This is an optimization exercise on Yosys and OpenROAD, whose aim is small area, a short achievable clock period and few clock cycles per item, not a production implementation. The RTL was checked by simulation tests, not by an equivalence proof against the original design.

## amber
// ray_sphere_nearest_hit_unit
module ray_sphere_nearest_hit_unit #(
    parameter int MAX_SPHERES  = 8,
    parameter int IMAGE_HEIGHT = 480
) (
    input  logic                                  clk,
    input  logic                                  rst_n,
    input  logic                                  in_valid,
    output logic                                  in_stall,
    input  logic [rsnh_pkg::IN_WORD_W-1:0]        in_word_bits,
    output logic                                  out_valid,
    input  logic                                  out_stall,
    output logic [rsnh_pkg::OUT_WORD_W-1:0]       out_word_bits,
    input  logic                                  cfg_we,
    input  logic [rsnh_pkg::CFG_INDEX_W-1:0]      cfg_index,
    input  logic [rsnh_pkg::CFG_DATA_W-1:0]       cfg_data
);
    localparam int FIFO_D = 4;
    localparam int CAP    = FIFO_D + 1;
    logic signed [15:0] eye_x, eye_y, eye_z;
    logic [3:0]         active;
    logic               eye_we;
  ...
clock: 11.0 ns
lec_check: 0
cap_margin: 20
core_margin: 2
core_utilization: 55
setup_slack_margin: 2.0
slew_margin: 20
run.sh (not shown) runs the stock make flow with config.mk's settings and CLKGATE_MAP_FILE= SYNTH_SCRIPT=/design/flow/synth_recipe.tcl, a recipe that flattens the netlist after the stock synthesis.
Testbench counts of amber, summed over its fixed seeds: cycles 16,565, pixels 4,096.
#### Input delta (cedar over amber)
--- a/flow/design.v
+++ b/flow/design.v
@@ -61,63 +61,57 @@
 `default_nettype none
 module rsnh_test_lane (
     input  logic               clk,
     input  logic signed [15:0] eye_x,
     input  logic signed [15:0] eye_y,
     input  logic signed [15:0] eye_z,
     input  logic [62:0]        geom,
-    input  logic [35:0]        c_in,
+    input  logic [35:0]        c_e3,
     input  logic signed [15:0] e1_dx,
     input  logic signed [15:0] e1_dy,
     input  logic signed [15:0] e1_dz,
     output logic [17:0]        root,
     output logic signed [19:0] h,
     output logic               neg
 );
     localparam int NSQ = 5;
     logic signed [16:0] e1_ox, e1_oy, e1_oz;
-    logic [35:0]        e1_c;
     always_ff @(posedge clk)
     begin
         e1_ox <= {eye_x[15], eye_x} - {geom[62], geom[62:47]};
         e1_oy <= {eye_y[15], eye_y} - {geom[46], geom[46:31]};
         e1_oz <= {eye_z[15], eye_z} - {geom[30], geom[30:15]};
-        e1_c  <= c_in;
     end
     logic signed [34:0] e2_dot;
     logic signed [34:0] dot_w;
-    logic [35:0]        e2_c;
     rsnh_dot3 u_dot (
         .a0(e1_dx), .a1(e1_dy), .a2(e1_dz),
         .b0(e1_ox), .b1(e1_oy), .b2(e1_oz),
         .y (dot_w)
     );
     always_ff @(posedge clk)
     begin
         e2_dot <= dot_w;
-        e2_c   <= e1_c;
     end
     logic signed [19:0] e3_h;
-    logic [35:0]        e3_c;
     logic signed [34:0] e2_dotr;
     assign e2_dotr = e2_dot + (e2_dot[34] ? 35'sd8191 : 35'sd8192);
     always_ff @(posedge clk)
     begin
         e3_h <= e2_dotr[33:14];
-        e3_c <= e2_c;
     end
     logic signed [38:0] e4_disc;
     logic signed [19:0] e4_h;
     logic [17:0]        h_mag;
     logic [19:0]        h_neg;
     logic [38:0]        disc_w;
     assign h_neg = 20'd0 - e3_h;
     assign h_mag = e3_h[19] ? h_neg[17:0] : e3_h[17:0];
     rsnh_sqacc #(.W(18), .AW(39)) u_hsq (
-        .x(h_mag), .a(~{{3{e3_c[35]}}, e3_c}), .cin(1'b1), .y(disc_w)
+        .x(h_mag), .a(~{{3{c_e3[35]}}, c_e3}), .cin(1'b1), .y(disc_w)
     );
     always_ff @(posedge clk)
     begin
         e4_h    <= e3_h;
         e4_disc <= disc_w;
     end
     logic [NSQ-1:0]       sq_neg;
@@ -428,24 +422,21 @@
     logic [62:0] geom_rd;
     logic [23:0] rgb_rd;
     logic [2:0]  i_k;
     logic [2:0]  rgb_addr;
     logic [2:0]  cj_e;
     logic        c_we;
     logic [35:0] a_acc;
-    logic [35:0] c_rd, c_rd1;
     logic [62:0] geom_rd1;
     logic [35:0] c_mem [8];
     always_ff @(posedge clk)
     begin
         if (c_we)
             c_mem[cj_e] <= a_acc;
     end
-    assign c_rd  = c_mem[{i_k[1:0], 1'b0}];
-    assign c_rd1 = c_mem[{i_k[1:0], 1'b1}];
     rsnh_sphere_mem #(.DEPTH(8), .ADDR_W(3)) u_mem (
         .clk          (clk),
         .wr_en        (wr_en),
         .wr_addr      (s0_w[108:106]),
         .wr_geom      (s0_w[105:43]),
         .wr_rgb       (s0_w[42:19]),
         .geom_rd_addr (cj_busy ? cj_e : {i_k[1:0], 1'b0}),
@@ -813,21 +804,21 @@
     begin
         e1_dx <= i_dx;
         e1_dy <= i_dy;
         e1_dz <= i_dz;
     end
     rsnh_test_lane u_t0 (
         .clk(clk), .eye_x(eye_x), .eye_y(eye_y), .eye_z(eye_z),
-        .geom(geom_rd), .c_in(c_rd),
+        .geom(geom_rd), .c_e3(c_mem[{tp[2][2:1], 1'b0}]),
         .e1_dx(e1_dx), .e1_dy(e1_dy), .e1_dz(e1_dz),
         .root(l_root[0]), .h(l_h[0]), .neg(l_neg[0])
     );
     rsnh_test_lane u_t1 (
         .clk(clk), .eye_x(eye_x), .eye_y(eye_y), .eye_z(eye_z),
-        .geom(geom_rd1), .c_in(c_rd1),
+        .geom(geom_rd1), .c_e3(c_mem[{tp[2][2:1], 1'b1}]),
         .e1_dx(e1_dx), .e1_dy(e1_dy), .e1_dz(e1_dz),
         .root(l_root[1]), .h(l_h[1]), .neg(l_neg[1])
     );
     logic               fv, flast, fnul, fshade, fv1;
     logic [1:0]         fj;
     logic [1:0][20:0]   t_near, t_far, t_sel;
     logic [1:0]         l_hit;
Notes after the runs:
- For number of antenna violations at the first check in global routing, dividing the value from amber by the value from cedar gives 0.818.
- From cedar to amber, number of synthesized flops with an enable pin did not move at all.
- cedar: sum of net half-perimeters after detailed placement higher than amber
- Core utilization of the finished layout sits higher in cedar than in amber.
- As of cedar, routed wire length had risen slightly compared to amber.
- cedar has clock tree skew after final layout above what amber had.
- cedar can be clocked slower than amber.
Testbench counts of cedar, summed over its fixed seeds: cycles 16,565, pixels 4,096.

==> separate check: timing with driven ports <==
In the flow no input, the clock included, has a driving cell. The finished layouts below were timed again as built, in two steps. Step 1: set_driving_cell puts a clkbuf_16 on clk and a buf_2 on each other input, an assumption about the parent block. Step 2 adds t to the input delays and takes it off the output delays; t is the mean of the earliest and latest rising clock arrival at the registers after step 1. Input paths then give back, and output paths get back, about the clock's delay inside the block. Slacks: no drivers / after step 1 / after step 2; pairs: no drivers / after step 1.
| run | t (ns) | setup slack, ns | worst hold slack (ns) | worst setup path after step 2 |
|---|---|---|---|---|
| amber | 1.056 | 1.678 / 1.678 / 1.678 | 0.282 / 0.282 / 0.282 | register to register |
| cedar | 1.048 | 0.717 / 0.717 / 0.717 | 0.283 / 0.283 / 0.283 | register to register |
After both steps every run listed still meets setup and hold.
